This is an optimization exercise on Yosys and OpenROAD, whose aim is small area, a short achievable clock period and few clock cycles, not a production implementation.
RTL that was checked went through simulation tests only; none was proved equivalent to the original.

== rev 12 ==
==> flow/design.v <==
module prime_sieve_ctrl #(
  parameter int N      = 1024,
  parameter int ADDR_W = 10,
  parameter int CNT_W  = 10
) (
  input  logic              Clock,
  input  logic              Reset_n,
  input  logic              Start,
  input  logic              En,
  output logic              Busy,
  output logic              Done,
  output logic              PrimeValid,
  output logic [ADDR_W-1:0] Prime,
  output logic [CNT_W-1:0]  PrimeCount
);
  localparam logic [7:0] LAST = 8'd172;    
  function automatic logic [2:0] skip_at(input logic [7:0] i);
    case (i)
      8'd1: skip_at = 3'd7;
      8'd8: skip_at = 3'd1;
      8'd10: skip_at = 3'd1;
      8'd14: skip_at = 3'd1;
      8'd15: skip_at = 3'd1;
      8'd17: skip_at = 3'd1;
      8'd20: skip_at = 3'd1;
      8'd22: skip_at = 3'd1;
      8'd23: skip_at = 3'd2;
      8'd29: skip_at = 3'd4;
      8'd31: skip_at = 3'd1;
      8'd33: skip_at = 3'd2;
      8'd35: skip_at = 3'd1;
      8'd36: skip_at = 3'd1;
      8'd38: skip_at = 3'd1;
      8'd39: skip_at = 3'd1;
      8'd41: skip_at = 3'd2;
      8'd45: skip_at = 3'd3;
      8'd46: skip_at = 3'd3;
      8'd50: skip_at = 3'd1;
      8'd52: skip_at = 3'd2;
      8'd53: skip_at = 3'd1;
      8'd54: skip_at = 3'd1;
      8'd55: skip_at = 3'd1;
      8'd57: skip_at = 3'd1;
      8'd60: skip_at = 3'd2;
      8'd61: skip_at = 3'd4;
      8'd65: skip_at = 3'd4;
      8'd66: skip_at = 3'd1;
      8'd67: skip_at = 3'd2;
      8'd70: skip_at = 3'd1;
      8'd71: skip_at = 3'd2;
      8'd72: skip_at = 3'd1;
      8'd73: skip_at = 3'd1;
      8'd75: skip_at = 3'd1;
      8'd76: skip_at = 3'd2;
      8'd78: skip_at = 3'd2;
      8'd79: skip_at = 3'd2;
      8'd81: skip_at = 3'd2;
      8'd83: skip_at = 3'd1;
      8'd85: skip_at = 3'd1;
      8'd86: skip_at = 3'd2;
      8'd90: skip_at = 3'd3;
      8'd91: skip_at = 3'd2;
      8'd93: skip_at = 3'd2;
      8'd95: skip_at = 3'd1;
      8'd96: skip_at = 3'd3;
      8'd98: skip_at = 3'd5;
      8'd99: skip_at = 3'd1;
      8'd100: skip_at = 3'd2;
      8'd101: skip_at = 3'd1;
      8'd102: skip_at = 3'd1;
      8'd104: skip_at = 3'd1;
      8'd105: skip_at = 3'd2;
      8'd106: skip_at = 3'd1;
      8'd107: skip_at = 3'd1;
      8'd109: skip_at = 3'd1;
      8'd110: skip_at = 3'd1;
      8'd113: skip_at = 3'd3;
      8'd114: skip_at = 3'd2;
      8'd117: skip_at = 3'd1;
      8'd118: skip_at = 3'd1;
      8'd120: skip_at = 3'd3;
      8'd122: skip_at = 3'd1;
      8'd123: skip_at = 3'd2;
      8'd124: skip_at = 3'd2;
      8'd125: skip_at = 3'd2;
      8'd126: skip_at = 3'd2;
      8'd127: skip_at = 3'd2;
      8'd128: skip_at = 3'd1;
      8'd129: skip_at = 3'd1;
      8'd131: skip_at = 3'd2;
      8'd132: skip_at = 3'd1;
      8'd134: skip_at = 3'd2;
      8'd136: skip_at = 3'd4;
      8'd137: skip_at = 3'd2;
      8'd138: skip_at = 3'd3;
      8'd140: skip_at = 3'd2;
      8'd144: skip_at = 3'd2;
      8'd145: skip_at = 3'd4;
      8'd149: skip_at = 3'd4;
      8'd153: skip_at = 3'd6;
      8'd155: skip_at = 3'd2;
      8'd156: skip_at = 3'd2;
      8'd157: skip_at = 3'd2;
      8'd159: skip_at = 3'd1;
      8'd160: skip_at = 3'd1;
      8'd161: skip_at = 3'd4;
      8'd163: skip_at = 3'd1;
      8'd164: skip_at = 3'd1;
      8'd165: skip_at = 3'd2;
      8'd166: skip_at = 3'd1;
      8'd167: skip_at = 3'd3;
      8'd169: skip_at = 3'd1;
      default: skip_at = 3'd0;
    endcase
  endfunction
  function automatic logic [4:0] step_at(input logic pos, input logic [2:0] code);
    case ({pos, code})
      4'd0: step_at = {4'd1, 1'b1};
      4'd1: step_at = {4'd3, 1'b0};
      4'd2: step_at = {4'd4, 1'b1};
      4'd3: step_at = {4'd6, 1'b0};
      4'd4: step_at = {4'd7, 1'b1};
      4'd5: step_at = {4'd9, 1'b0};
      4'd6: step_at = {4'd10, 1'b1};
      4'd7: step_at = {4'd1, 1'b0};
      4'd8: step_at = {4'd2, 1'b0};
      4'd9: step_at = {4'd3, 1'b1};
      4'd10: step_at = {4'd5, 1'b0};
      4'd11: step_at = {4'd6, 1'b1};
      4'd12: step_at = {4'd8, 1'b0};
      4'd13: step_at = {4'd9, 1'b1};
      4'd14: step_at = {4'd11, 1'b0};
      4'd15: step_at = {4'd0, 1'b0};
      default: step_at = 5'd0;
    endcase
  endfunction
  logic [7:0] idx_q;       
  logic [8:0] half_q;      
  logic       busy_q, done_q;
  logic       pos_q;       
  logic [2:0] code_q;      
  logic [4:0] step_s;
  assign step_s = step_at(pos_q, code_q);
  always_ff @(posedge Clock or negedge Reset_n) begin
    if (!Reset_n) begin
      idx_q  <= '0;
      half_q <= '0;
      busy_q <= 1'b0;
      done_q <= 1'b0;
    end else if (En) begin
      if (busy_q) begin
        if (idx_q == LAST) begin
          busy_q <= 1'b0;
          done_q <= 1'b1;
        end else begin
          idx_q  <= idx_q + 8'd1;
          half_q <= half_q + {5'd0, step_s[4:1]};
        end
      end else if (Start) begin
        idx_q  <= 8'd1;
        half_q <= 9'd1;
        busy_q <= 1'b1;
        done_q <= 1'b0;
      end
    end
  end
  always_ff @(posedge Clock) begin
    if (En) begin
      if (busy_q) begin
        pos_q  <= step_s[0];
        code_q <= skip_at(idx_q);
      end else if (Start) begin
        pos_q  <= 1'b1;
        code_q <= 3'd7;
      end
    end
  end
  assign Busy       = busy_q;
  assign Done       = done_q;
  assign PrimeValid = busy_q & En;
  assign Prime      = {half_q, (idx_q[7:1] != 7'd0)};
  assign PrimeCount = {2'b00, idx_q};
endmodule
clock: 6.5 ns
lec_check: 0
cap_margin: 20
core_margin: 2
core_utilization: 40
setup_slack_margin: 3.6
slew_margin: 20
standard.sh (not shown) runs the stock make flow with config.mk's settings and CLKGATE_MAP_FILE= SYNTH_SCRIPT=/design/flow/synth_recipe.tcl, a recipe that flattens the netlist after the stock synthesis.
==> flow/flow/run.sh <==
#!/bin/bash
# Own layout flow: the standard ORFS flow (standard.sh) with
#  - synthesis: the standard script, but without Yosys's full-adder extraction
#    and with ABC's default liberty mapping in place of ORFS's speed script;
#    registers, their names and cell types are those of the standard synthesis;
#  - every port still buffered, with sky130_fd_sc_hd__buf_1 as the port buffer;
#  - CTS without dummy loads.
# Each tool's full output goes to a log file in the work folder.
set -euo pipefail
W=$(pwd)
export MY_ABC_D=${MY_ABC_D:-3000}
bash standard.sh SYNTH_SCRIPT="$W/flow/synth.tcl" ADDER_MAP_FILE= synth > "$W/synth.log" 2>&1
bash standard.sh \
  "BUFFER_PORTS_ARGS=-buffer_cell sky130_fd_sc_hd__buf_1" \
  "CTS_ARGS=-sink_clustering_enable -repair_clock_nets -dont_use_dummy_load" \
  finish > "$W/layout.log" 2>&1
==> flow/flow/synth.tcl <==
# Standard synthesis (synth_recipe.tcl) with ABC's default liberty mapping in
# place of ORFS's speed script.
proc synth {args} { yosys synth -nofsm -noshare {*}$args }

proc abc {args} {
  set keep {}
  set skip 0
  foreach a $args {
    if {$skip} { set skip 0; continue }
    if {$a eq "-script" || $a eq "-D"} { set skip 1; continue }
    lappend keep $a
  }
  if {[info exists ::env(MY_ABC_SCRIPT)] && $::env(MY_ABC_SCRIPT) ne ""} {
    set keep [concat [list -script $::env(MY_ABC_SCRIPT)] $keep]
  }
  if {[info exists ::env(MY_ABC_D)] && $::env(MY_ABC_D) ne ""} {
    lappend keep -D $::env(MY_ABC_D)
  }
  puts "my abc: $keep"
  yosys abc {*}$keep
}
source $::env(SCRIPTS_DIR)/synth.tcl
# left out here: clear keep_hierarchy, flatten, clean up, hide names made inside functions, write 1_2_yosys.v
Edits applied to the flow inputs when going from rev 12 to rev 13:
--- a/flow/design.v
+++ b/flow/design.v
@@ -13,7 +13,7 @@
   output logic [ADDR_W-1:0] Prime,
   output logic [CNT_W-1:0]  PrimeCount
 );
-  localparam logic [7:0] LAST = 8'd172;    
+  localparam logic [7:0] IDX_DONE = 8'd173;    
   function automatic logic [2:0] skip_at(input logic [7:0] i);
     case (i)
       8'd1: skip_at = 3'd7;
@@ -110,6 +110,7 @@
       8'd166: skip_at = 3'd1;
       8'd167: skip_at = 3'd3;
       8'd169: skip_at = 3'd1;
+      8'd171: skip_at = 3'd7;
       default: skip_at = 3'd0;
     endcase
   endfunction
@@ -136,48 +137,36 @@
   endfunction
   logic [7:0] idx_q;       
   logic [8:0] half_q;      
-  logic       busy_q, done_q;
   logic       pos_q;       
   logic [2:0] code_q;      
+  logic       busy_s, done_s;
   logic [4:0] step_s;
+  assign done_s = (idx_q == IDX_DONE);
+  assign busy_s = (idx_q != 8'd0) && !done_s;
   assign step_s = step_at(pos_q, code_q);
   always_ff @(posedge Clock or negedge Reset_n) begin
     if (!Reset_n) begin
       idx_q  <= '0;
       half_q <= '0;
-      busy_q <= 1'b0;
-      done_q <= 1'b0;
+      pos_q  <= 1'b0;
+      code_q <= '0;
     end else if (En) begin
-      if (busy_q) begin
-        if (idx_q == LAST) begin
-          busy_q <= 1'b0;
-          done_q <= 1'b1;
-        end else begin
-          idx_q  <= idx_q + 8'd1;
-          half_q <= half_q + {5'd0, step_s[4:1]};
-        end
+      if (busy_s) begin
+        idx_q  <= idx_q + 8'd1;
+        half_q <= half_q + {5'd0, step_s[4:1]};
+        pos_q  <= step_s[0];
+        code_q <= skip_at(idx_q);
       end else if (Start) begin
         idx_q  <= 8'd1;
         half_q <= 9'd1;
-        busy_q <= 1'b1;
-        done_q <= 1'b0;
-      end
-    end
-  end
-  always_ff @(posedge Clock) begin
-    if (En) begin
-      if (busy_q) begin
-        pos_q  <= step_s[0];
-        code_q <= skip_at(idx_q);
-      end else if (Start) begin
         pos_q  <= 1'b1;
         code_q <= 3'd7;
       end
     end
   end
-  assign Busy       = busy_q;
-  assign Done       = done_q;
-  assign PrimeValid = busy_q & En;
+  assign Busy       = busy_s;
+  assign Done       = done_s;
+  assign PrimeValid = busy_s & En;
   assign Prime      = {half_q, (idx_q[7:1] != 7'd0)};
-  assign PrimeCount = {2'b00, idx_q};
+  assign PrimeCount = {2'b00, idx_q[7:1], idx_q[0] & !done_s};
 endmodule
Between rev 13 and rev 12, final period utilization is lower for rev 12, rev 13 comes in above that. The final cell count on rev 12 is in line with that on rev 13. Looking at area share of fa/ha/maj cells after synthesis, rev 13 sits 1.2 points above rev 12. [rev 13] cell count after synthesis fell 1.7% relative to rev 12. Summary of rev 13 over rev 12: routability congestion estimate from global placement grew by 0.058, first-pass GRT wire length increased 28 µm. Run comparison: rev 13 classification of the worst setup path reg -> out; rev 12 classification of the worst setup path in -> out. Re number of antenna violations at the first check in global routing: no difference whatsoever between rev 12 and rev 13.
Testbench counts of rev 13, summed over its fixed seeds: cycles 2,080.
For rev 12, only the layout was checked, not whether the RTL still works.

-- static timing again, ports no longer ideal --
The flow's constraints put no driver on any port. The routed layouts listed below were extracted and timed again, unchanged, in two steps.
Step 1 (the two cells are an assumption about what drives the block):
set clk [get_ports {Clock}]
set_driving_cell -lib_cell sky130_fd_sc_hd__clkbuf_16 $clk
set_driving_cell -lib_cell sky130_fd_sc_hd__buf_2 [delete_from_list [all_inputs] $clk]
Step 2 also shifts input and output timing later by t, the mid clock arrival at the registers, as if the neighbouring blocks saw the same clock.
Slacks: ideal ports / drivers / drivers and shift; pairs: ideal ports / drivers.
run | shift t [ns] | setup slack, ns | slew at the worst register clock pin (ns) | worst slew at a driven data input, ns | cell pins on the clock port's net
rev 12 | 0.289 | 3.583 / 3.543 / 3.433 | 0.09 / 0.09 | 0.05 | 1
rev 13 | 0.282 | 3.512 / 3.488 / 3.521 | 0.09 / 0.09 | 0.04 | 1
After both steps setup and hold are still met in every run listed. For rev 12, which loses most, drivers alone change the setup slack by -0.040 ns; drivers and shift together by -0.150 ns.
